What follows belongs to an exercise in optimizing a design on an open flow for small area, a short achievable clock period and few clock cycles per item; a production flow would make more cautious choices.
Only simulation tests tie the RTL to the original design; equivalence was not proved.
No activity file was given, so power comes from the tool's default toggle rates.

File: run.sh
#!/bin/bash
# synth_recipe.tcl (not shown) runs the flow's synth.tcl, then flattens the netlist and writes it again
# the make line also repeats each setting of config.mk as NAME=value (left out here)
make -C /OpenROAD-flow-scripts/flow DESIGN_CONFIG=/design/flow/config.mk WORK_HOME=/design/flow/orfs CLKGATE_MAP_FILE= SYNTH_SCRIPT=/design/flow/synth_recipe.tcl finish
File: config.mk
export PLATFORM = sky130hd
export DESIGN_NAME = selective_repeat_receive_window
export DESIGN_NICKNAME = selective_repeat_receive_window
export VERILOG_FILES = /design/flow/design.v
export SDC_FILE = /design/flow/constraint.sdc
export NUM_CORES = 4
export LEC_CHECK = 0
export CAP_MARGIN = 20
export CORE_MARGIN = 2
export CORE_UTILIZATION = 40
export SLEW_MARGIN = 20
File: constraint.sdc
create_clock -name core_clock -period 9.0 [get_ports {i_clk}]
set_input_delay 1.8000 -clock core_clock [delete_from_list [all_inputs] [get_ports {i_clk}]]
set_output_delay 1.8000 -clock core_clock [all_outputs]
set_load 0.01 [all_outputs]
File: design.v
`default_nettype none
package srrw_pkg;
    localparam int FRAME_W = 24;
    localparam int TIMER_W = 16;
    localparam int BYTES_W = 16;
    localparam int OSLOT_W = 5;
    typedef logic [1:0] t_code;
    localparam t_code OP_START  = 2'd0;
    localparam t_code OP_TICK   = 2'd1;
    localparam t_code OP_ARRIVE = 2'd2;
    localparam t_code KIND_REQ     = 2'd0;
    localparam t_code KIND_DLV     = 2'd1;
    localparam t_code KIND_DLV_REQ = 2'd2;
    localparam logic [1:0] REG_LAST_FRAME = 2'd0;
    localparam logic [1:0] REG_TIMEOUT    = 2'd1;
    localparam logic [1:0] REG_TAIL_BYTES = 2'd2;
    typedef enum logic [8:0] {
        ST_IDLE  = 9'b000000001,
        ST_NORM  = 9'b000000010,
        ST_START = 9'b000000100,
        ST_TRD   = 9'b000001000,
        ST_TUPD  = 9'b000010000,
        ST_TEND  = 9'b000100000,
        ST_TREQ  = 9'b001000000,
        ST_ARR   = 9'b010000000,
        ST_DLV   = 9'b100000000
    } t_state;
endpackage
`default_nettype wire
`default_nettype none
module srrw_ram #(
    parameter int WIDTH = 8,
    parameter int DEPTH = 4
) (
    input  wire logic                                       i_clk,
    input  wire logic                                       i_wr_en,
    input  wire logic [((DEPTH > 1) ? $clog2(DEPTH) : 1)-1:0] i_wr_addr,
    input  wire logic [WIDTH-1:0]                           i_wr_data,
    input  wire logic                                       i_rd_en,
    input  wire logic [((DEPTH > 1) ? $clog2(DEPTH) : 1)-1:0] i_rd_addr,
    output logic      [WIDTH-1:0]                           o_rd_data
);
    logic [WIDTH-1:0] r_mem [DEPTH];
    always_ff @(posedge i_clk) begin
        if (i_wr_en) begin
            r_mem[i_wr_addr] <= i_wr_data;
        end
        if (i_rd_en) begin
            o_rd_data <= r_mem[i_rd_addr];
        end
    end
endmodule
`default_nettype wire
`default_nettype none
module selective_repeat_receive_window #(
    parameter int WINDOW_SLOTS = 32,
    parameter int FRAME_BYTES  = 1000
) (
    input  wire logic                          i_clk,
    input  wire logic                          i_rst_n,
    input  wire logic                          start,
    output logic                               busy,
    input  wire logic [1:0]                    i_opcode,
    input  wire logic [srrw_pkg::FRAME_W-1:0]  i_frame_number,
    output logic                               o_valid,
    output logic [1:0]                         o_kind,
    output logic [srrw_pkg::FRAME_W-1:0]       o_request_frame,
    output logic [srrw_pkg::FRAME_W-1:0]       o_deliver_frame,
    output logic [srrw_pkg::OSLOT_W-1:0]       o_deliver_slot,
    output logic [srrw_pkg::BYTES_W-1:0]       o_deliver_bytes,
    output logic                               o_complete,
    output logic                               o_last,
    input  wire logic                          psel,
    input  wire logic                          penable,
    input  wire logic                          pwrite,
    input  wire logic [3:0]                    paddr,
    input  wire logic [31:0]                   pwdata,
    output logic [31:0]                        prdata,
    output logic                               pready
);
    localparam int SW = (WINDOW_SLOTS > 1) ? $clog2(WINDOW_SLOTS) : 1;
    localparam int WW = $clog2(WINDOW_SLOTS + 1);
    localparam int AW = SW;
    localparam int RW = srrw_pkg::FRAME_W + srrw_pkg::TIMER_W;
    logic [srrw_pkg::FRAME_W-1:0] r_lfi;
    logic [srrw_pkg::TIMER_W-1:0] r_timeout;
    logic [srrw_pkg::BYTES_W-1:0] r_tail;
    srrw_pkg::t_state r_state, n_state;
    logic [1:0]         r_op;
    logic [srrw_pkg::FRAME_W-1:0] r_fr;
    logic [srrw_pkg::FRAME_W-1:0] r_base_frame;
    logic [SW-1:0]      r_base_slot;
    logic               r_rcv [WINDOW_SLOTS];
    logic [SW-1:0]      r_idx;
    logic [SW-1:0]      r_slot;
    logic [WW-1:0]      r_cnt;
    logic               r_found;
    logic [SW-1:0]      r_best;
    logic [srrw_pkg::TIMER_W-1:0] r_best_t;
    logic [WW-1:0]      w_size;
    logic [WW-1:0]      w_m1;
    logic               idx_end;
    logic [srrw_pkg::FRAME_W-1:0] diff;
    logic               in_win;
    logic [SW:0]        s_sum;
    logic [SW-1:0]      s_arr;
    logic [SW:0]        s_inc;
    logic [SW-1:0]      s_next;
    logic [srrw_pkg::FRAME_W:0]   refill_frame;
    logic               refill;
    logic               done;
    logic [srrw_pkg::BYTES_W-1:0] bytes;
    logic               dlv_last;
    logic [srrw_pkg::TIMER_W-1:0] t_rd;
    logic [srrw_pkg::FRAME_W-1:0] f_rd;
    logic [srrw_pkg::TIMER_W-1:0] t_dec;
    logic               cfg_wr;
    logic           ram_we, ram_re;
    logic [AW-1:0]  ram_wa, ram_ra;
    logic [RW-1:0]  ram_wd, ram_rd;
    srrw_ram #(.WIDTH(RW), .DEPTH(WINDOW_SLOTS)) u_slot_ram (
        .i_clk     (i_clk),
        .i_wr_en   (ram_we),
        .i_wr_addr (ram_wa),
        .i_wr_data (ram_wd),
        .i_rd_en   (ram_re),
        .i_rd_addr (ram_ra),
        .o_rd_data (ram_rd)
    );
    assign pready = 1'b1;
    assign cfg_wr = psel && penable && pwrite;
    assign busy   = (r_state != srrw_pkg::ST_IDLE);
    always_comb begin
        case (paddr[3:2])
            srrw_pkg::REG_LAST_FRAME: prdata = 32'(r_lfi);
            srrw_pkg::REG_TIMEOUT:    prdata = 32'(r_timeout);
            srrw_pkg::REG_TAIL_BYTES: prdata = 32'(r_tail);
            default:        prdata = 32'd0;
        endcase
    end
    always_ff @(posedge i_clk) begin
        if (!i_rst_n) begin
            r_lfi     <= '0;
            r_timeout <= srrw_pkg::TIMER_W'(10);
            r_tail    <= '0;
        end else if (cfg_wr) begin
            case (paddr[3:2])
                srrw_pkg::REG_LAST_FRAME: r_lfi     <= pwdata[srrw_pkg::FRAME_W-1:0];
                srrw_pkg::REG_TIMEOUT:    r_timeout <= pwdata[srrw_pkg::TIMER_W-1:0];
                srrw_pkg::REG_TAIL_BYTES: r_tail    <= pwdata[srrw_pkg::BYTES_W-1:0];
                default: ;
            endcase
        end
    end
    assign w_size  = (r_lfi < srrw_pkg::FRAME_W'(WINDOW_SLOTS)) ? WW'(r_lfi) + WW'(1) : WW'(WINDOW_SLOTS);
    assign w_m1    = w_size - WW'(1);
    assign idx_end = (WW'(r_idx) == w_m1);
    assign diff   = r_fr - r_base_frame;
    assign in_win = (r_fr >= r_base_frame) && (diff < srrw_pkg::FRAME_W'(w_size));
    assign s_sum  = (SW+1)'(r_base_slot) + (SW+1)'(diff);
    assign s_arr  = (s_sum >= (SW+1)'(w_size)) ? SW'(s_sum - (SW+1)'(w_size)) : SW'(s_sum);
    assign s_inc  = (SW+1)'(r_slot) + (SW+1)'(1);
    assign s_next = (s_inc == (SW+1)'(w_size)) ? '0 : SW'(s_inc);
    assign refill_frame = (srrw_pkg::FRAME_W+1)'(r_base_frame) + (srrw_pkg::FRAME_W+1)'(w_size);
    assign refill       = (refill_frame <= (srrw_pkg::FRAME_W+1)'(r_lfi));
    assign done         = (r_base_frame == r_lfi);
    assign bytes        = (done && r_tail != '0 && r_tail < srrw_pkg::BYTES_W'(FRAME_BYTES))
                          ? r_tail : srrw_pkg::BYTES_W'(FRAME_BYTES);
    assign dlv_last     = done || (r_cnt == w_m1) || !r_rcv[s_next];
    assign f_rd  = ram_rd[RW-1:srrw_pkg::TIMER_W];
    assign t_rd  = ram_rd[srrw_pkg::TIMER_W-1:0];
    assign t_dec = (t_rd != '0) ? t_rd - srrw_pkg::TIMER_W'(1) : t_rd;
    always_comb begin
        ram_we = 1'b0;
        ram_wa = AW'(r_idx);
        ram_wd = {srrw_pkg::FRAME_W'(r_idx), r_timeout};
        ram_re = 1'b0;
        ram_ra = AW'(r_idx);
        case (r_state)
            srrw_pkg::ST_START: ram_we = (WW'(r_idx) < w_size);
            srrw_pkg::ST_TRD:   ram_re = !r_rcv[r_idx];
            srrw_pkg::ST_TUPD: begin
                ram_we = 1'b1;
                ram_wd = {f_rd, t_dec};
            end
            srrw_pkg::ST_TEND: begin
                ram_re = 1'b1;
                ram_ra = AW'(r_best);
            end
            srrw_pkg::ST_TREQ: begin
                ram_we = 1'b1;
                ram_wa = AW'(r_best);
                ram_wd = {f_rd, r_timeout};
            end
            srrw_pkg::ST_DLV: begin
                ram_we = refill;
                ram_wa = AW'(r_slot);
                ram_wd = {refill_frame[srrw_pkg::FRAME_W-1:0], r_timeout};
            end
            default: ;
        endcase
    end
    always_comb begin
        n_state = r_state;
        case (r_state)
            srrw_pkg::ST_IDLE: begin
                if (start) begin
                    n_state = srrw_pkg::ST_NORM;
                end
            end
            srrw_pkg::ST_NORM: begin
                if (WW'(r_base_slot) < w_size) begin
                    case (r_op)
                        srrw_pkg::OP_START:  n_state = srrw_pkg::ST_START;
                        srrw_pkg::OP_TICK:   n_state = srrw_pkg::ST_TRD;
                        srrw_pkg::OP_ARRIVE: n_state = srrw_pkg::ST_ARR;
                        default:   n_state = srrw_pkg::ST_IDLE;
                    endcase
                end
            end
            srrw_pkg::ST_START: begin
                if (r_idx == SW'(WINDOW_SLOTS - 1)) n_state = srrw_pkg::ST_IDLE;
            end
            srrw_pkg::ST_TRD: begin
                if (!r_rcv[r_idx]) n_state = srrw_pkg::ST_TUPD;
                else if (idx_end)  n_state = srrw_pkg::ST_TEND;
            end
            srrw_pkg::ST_TUPD: n_state = idx_end ? srrw_pkg::ST_TEND : srrw_pkg::ST_TRD;
            srrw_pkg::ST_TEND: n_state = (r_found && r_best_t == '0) ? srrw_pkg::ST_TREQ : srrw_pkg::ST_IDLE;
            srrw_pkg::ST_TREQ: n_state = srrw_pkg::ST_IDLE;
            srrw_pkg::ST_ARR: begin
                if (in_win && !r_rcv[s_arr] && r_fr == r_base_frame && r_base_frame <= r_lfi)
                    n_state = srrw_pkg::ST_DLV;
                else
                    n_state = srrw_pkg::ST_IDLE;
            end
            srrw_pkg::ST_DLV: begin
                if (dlv_last) n_state = srrw_pkg::ST_IDLE;
            end
            default: n_state = srrw_pkg::ST_IDLE;
        endcase
    end
    always_ff @(posedge i_clk) begin
        if (!i_rst_n) begin
            r_state      <= srrw_pkg::ST_IDLE;
            r_base_frame <= '0;
            r_base_slot  <= '0;
            o_valid      <= 1'b0;
            for (int k = 0; k < WINDOW_SLOTS; k++) r_rcv[k] <= 1'b1;
        end else begin
            r_state <= n_state;
            o_valid <= 1'b0;
            case (r_state)
                srrw_pkg::ST_IDLE: begin
                    r_op  <= i_opcode;
                    r_fr  <= i_frame_number;
                    r_idx <= '0;
                end
                srrw_pkg::ST_NORM: begin
                    if (WW'(r_base_slot) >= w_size)
                        r_base_slot <= r_base_slot - SW'(w_size);
                    r_found <= 1'b0;
                    r_cnt   <= '0;
                end
                srrw_pkg::ST_START: begin
                    r_base_frame <= '0;
                    r_base_slot  <= '0;
                    r_idx        <= r_idx + SW'(1);
                    if (WW'(r_idx) < w_size) begin
                        r_rcv[r_idx]    <= 1'b0;
                        o_valid         <= 1'b1;
                        o_kind          <= srrw_pkg::KIND_REQ;
                        o_request_frame <= srrw_pkg::FRAME_W'(r_idx);
                        o_deliver_frame <= '0;
                        o_deliver_slot  <= '0;
                        o_deliver_bytes <= '0;
                        o_complete      <= 1'b0;
                        o_last          <= idx_end;
                    end else begin
                        r_rcv[r_idx] <= 1'b1;
                    end
                end
                srrw_pkg::ST_TRD: begin
                    if (r_rcv[r_idx] && !idx_end) r_idx <= r_idx + SW'(1);
                end
                srrw_pkg::ST_TUPD: begin
                    if (!r_found || t_dec < r_best_t) begin
                        r_found  <= 1'b1;
                        r_best   <= r_idx;
                        r_best_t <= t_dec;
                    end
                    if (!idx_end) r_idx <= r_idx + SW'(1);
                end
                srrw_pkg::ST_TREQ: begin
                    o_valid         <= 1'b1;
                    o_kind          <= srrw_pkg::KIND_REQ;
                    o_request_frame <= f_rd;
                    o_deliver_frame <= '0;
                    o_deliver_slot  <= '0;
                    o_deliver_bytes <= '0;
                    o_complete      <= 1'b0;
                    o_last          <= 1'b1;
                end
                srrw_pkg::ST_ARR: begin
                    r_slot <= s_arr;
                    if (in_win) r_rcv[s_arr] <= 1'b1;
                end
                srrw_pkg::ST_DLV: begin
                    o_valid         <= 1'b1;
                    o_kind          <= refill ? srrw_pkg::KIND_DLV_REQ : srrw_pkg::KIND_DLV;
                    o_request_frame <= refill ? refill_frame[srrw_pkg::FRAME_W-1:0] : '0;
                    o_deliver_frame <= r_base_frame;
                    o_deliver_slot  <= srrw_pkg::OSLOT_W'(r_slot);
                    o_deliver_bytes <= bytes;
                    o_complete      <= done;
                    o_last          <= dlv_last;
                    if (refill) r_rcv[r_slot] <= 1'b0;
                    r_base_frame <= r_base_frame + srrw_pkg::FRAME_W'(1);
                    r_base_slot  <= s_next;
                    r_slot       <= s_next;
                    r_cnt        <= r_cnt + WW'(1);
                end
                default: ;
            endcase
        end
    end
endmodule
`default_nettype wire
==> summary.txt <==
Drt
  • DR iter-0 viols: 4565
  • Routed wire length: 195900 um
  • Wirelength per Cell: 24.23 um
  • Vias: 46020
  • DRT Pass-1 Iters: 6
  • Vias per cell: 5.691
  • Final antenna-violating net count: 0
  • DRC violations left: 0

Critical path
  • Critical-path top delay cell: nor2_4
  • Most common cell type on the critical path: nor2_1
  • Startpoint Class: flip-flop
  • R2R depth: 31
  • Worst path arrival time: 8.74 ns
  • RR Endpoint: u_slot_ram.r_mem[26][20]
  • Crit end category: flip-flop
  • Worst reg2reg startpoint: r_lfi[15]
  • Register-to-Register Setup Slack: 0.73 ns
  • Crit Path Max Fanout: 16
  • Worst EP required: 9.48 ns
  • Worst setup path class: reg2reg
  • Critical path's largest stage delay: 0.66 ns

Cells and area
  • Design area: 80280 um^2
  • Share of cells above drive strength 1: 0.08558
  • Final core occ: 0.4624
  • Layout Nets: 5826
  • Area Growth Syn to Fin: 14.98%
  • ANT cells: 0

Pwr
  • Tot Pwr: 0.01769 W
  • Lkg Pwr: 26.10 nW
  • Pwr Density: 220.4 nW/um^2
  • Peak supply drop: 0.0001984 V

Logic synthesis
  • Avg Cell Area, Syn: 12.62 um^2
  • Seq cells post-synth: 1589
  • Cell count after synthesis: 5535
  • Seq/Total Area, Yosys: 0.6690
  • Mapped Area: 69830 um^2
  • YS warnings: 2
  • Top_reg_cell synth: edfxtp_1
  • Share of the synthesized area in the top cell type: 0.6403
  • Post-synth cell types: 85
  • Cell taking the most area after synthesis: edfxtp_1
  • Ys async rst share: 0
  • Most common cell in the netlist: edfxtp_1
  • Post-synth EDFFs: 1489
  • Synth cell count leaders: edfxtp_1, nand2_1, a211oi_1
  • Largest cells by area after synthesis: edfxtp_1, nand2_1, a211oi_1

STA
  • Achievable frequency: 0.1210 GHz
  • Crit path time final: 8.266 ns
  • Final Hold Fails: 0
  • Worst-Margin Slew: 1.107 ns
  • Slew headroom: 0.2618
  • Final clock skew: 0.03031 ns
  • RSZ-0062 raised after global routing: false
  • Setup TNS: 0 ns
  • PnR worst setup slack: 0.7345 ns
  • Tcrit/Tclk final: 0.9184
  • Final setup fails: 0
  • Slew Limit Fails: 0

Die
  • Initial Util: 0.4022
  • Die height: 421.8 um
  • FP Rows: 153
  • Die extent in x: 421.8 um
  • IO Pins: 176
  • Core area: 173600 um^2
  • Die area: 177900 um^2

Place
  • RePlAce Congestion: 0.9344
  • Post-DP HPWL: 122100 um
  • Worst slack, placed: 0.8142 ns
  • Area after DPL: 74690 um^2
  • PortBufs: 156

GRT
  • First-pass GRT wire length: 289600 um
  • Gr usage total: 0.2144
  • Remaining Overflow, GRT: 0
  • Initial antenna violation count: 6
  • Vias in the first global route: 43970
  • Largest net degree at the start of global routing: 178

CTS
  • Bufs on Longest Clock Path: 3
  • Post-CTS setup buffer count: 0
  • Clk latency of the worst-skew pair: 0.82 ns
  • Number of buffers created by CTS: 170
  • Htree depth: 4
  • Hold-fix buffers, CTS: 0
  • Clock sinks: 1589
  • Root buffer cell: clkbuf_16
  • Clock transition at path regs: 0.06 ns
  • CTS tree: done
  • Post-cts resize count: 0

Hold path
  • Worst Min Path Start: r_lfi[19]
  • HP Class: reg2reg
  • Hold Path Depth: 2
  • Worst Hold End: r_lfi[19]

Run
  • MaxCap Viol Count: 0

Run status
  • Status: timing/DRC/antenna clean
-- critical path: cells and delay by family, from the launching register on --
kind	cells	cell delay (ns)
AND/OR/NAND/NOR	15	4.09
AO/OA/AOI/OAI	9	1.70
buffers and inverters	4	0.86
XOR/XNOR	1	0.49
adder cells (fa/ha/maj)	2	0.41
flip-flops	1	0.35
-- sequential cells by signal (all words and copies together), names as in the netlist, 2 cells and up, named ones only --
register,flops
r_slot,5
r_base_slot,5
o_request_frame,24
o_kind,2
r_op,2
o_deliver_bytes,16
r_base_frame,24
r_lfi,24
r_fr,24
r_state,9
r_timeout,16
u_slot_ram.r_mem,1280
r_tail,16
r_cnt,6
o_deliver_slot,5
o_deliver_frame,24
r_rcv,32
r_best,5
r_idx,5
u_slot_ram.o_rd_data,40
r_best_t,16
-- stage by stage --
| stage | instances | hold slack [ns] |
|---|---|---|
| final | 8086 | 0.4567 |
| after global routing | 8086 | 0.4880 |
| after CTS | 8085 | 0.4570 |
| after detailed placement | 7778 | 0.4496 |
| after global placement | 7778 | 0.4524 |
| after floorplan | 5548 | 0.4363 |
-- cell type report --
type                    instances  area, um^2
multi-input cells            3465       21780
flip-flops and latches       1589       46710
clock buffers                 210        4489
repair buffers                273        2863
inverters                     127       476.7
clock inverters                97        1049
fillers                     15410       93350
well taps                    2325        2909
-- logic make-up after synthesis --
| family | count (synthesis) | share of synthesized area |
|---|---|---|
| simple gates | 1773 | 0.1171 |
| flops | 1589 | 0.6690 |
| compound gates | 1361 | 0.1336 |
| buf+inv | 494 | 0.02716 |
| fa+ha+maj | 132 | 0.02419 |
| mux | 95 | 0.01772 |
| xor+xnor | 89 | 0.01116 |
| other cells | 2 | 0.0001076 |
-- worst max path at each step --
stage               from                        to  slack (ns)  cells after the start
2_1_floorplan   r_lfi[7]   u_slot_ram.r_mem[11][0]        1.79                     27
3_3_place_gp   r_lfi[15]  u_slot_ram.r_mem[26][12]        0.81                     30
3_5_place_dp   r_lfi[15]  u_slot_ram.r_mem[26][20]        0.81                     30
4_1_cts        r_lfi[15]   u_slot_ram.r_mem[26][4]        0.76                     30
5_1_grt        r_lfi[15]   u_slot_ram.r_mem[26][4]        0.24                     31
6_report       r_lfi[15]  u_slot_ram.r_mem[26][20]        0.73                     31
-- report_power, final --
| part | total (W) | internal [W] | leakage (nW) | switching (W) |
|---|---|---|---|---|
| combinational | 0.00256 | 0.000838 | 9.65 | 0.00172 |
| sequential | 0.00813 | 0.00809 | 13.8 | 0.0000430 |
| clock | 0.00700 | 0.00407 | 2.70 | 0.00293 |
| total | 0.0177 | 0.0130 | 26.1 | 0.00470 |
-- per-layer routing --
layer	track usage	vias to the layer above	share of wire
met4	0.06822	0	0.029
met1	0.3050	23070	0.44
li1	-	21060	-
met3	0.03211	273	0.063
met5	0	-	0
met2	0.3378	1617	0.46
-- placed cells by master (no fill, tap or decap), types with 23 or more instances in the layout --
cell / instances
clkbuf_16: 174
ha_1: 127
buf_12: 33
a21oi_1: 262
mux2i_1: 49
nor2_4: 33
nor2b_1: 23
a311oi_1: 162
clkinv_1: 33
nand4_1: 38
a211oi_1: 448
xnor2_1: 67
clkdlybuf4s50_1: 154
nand2_1: 971
edfxtp_1: 1489
clkbuf_1: 36
nand3_1: 48
nor3_1: 51
a31oi_1: 168
inv_1: 125
nor2_1: 147
clkinv_2: 27
o21ai_0: 123
dfxtp_1: 100
and2_1: 340
a21o_1: 66
buf_4: 83
Testbench counts, summed over its fixed seeds: cycles 62,480, items 4,808.

-- separate check: timing with driven ports --
In the flow no input, the clock included, has a driving cell. The finished layout below was timed again as built, in two steps.
Step 1 sets driving cells, clkbuf_16 on the clock port and buf_2 on the other inputs (assumed; they add their load-dependent delay and slew).
Step 2 adds t to the input delays and takes it off the output delays; t is the mean of the earliest and latest rising clock arrival at the registers after step 1. Input paths then give back, and output paths get back, about the clock's delay inside the block.
a / b / c = ideal / step 1 / step 2; a / b = the first two.
t, ns: 0.888
setup WS [ns]: 0.734 / 0.734 / 0.734
latest minus earliest clock arrival (ns): 0.030 / 0.030
worst register clock-pin slew, ns: 0.06 / 0.06
worst data-port slew with drivers (ns): 0.11
After both steps this run still meets setup and hold. The setup slack of this run moves by 0.000 ns with the drivers and by 0.000 ns with both steps.
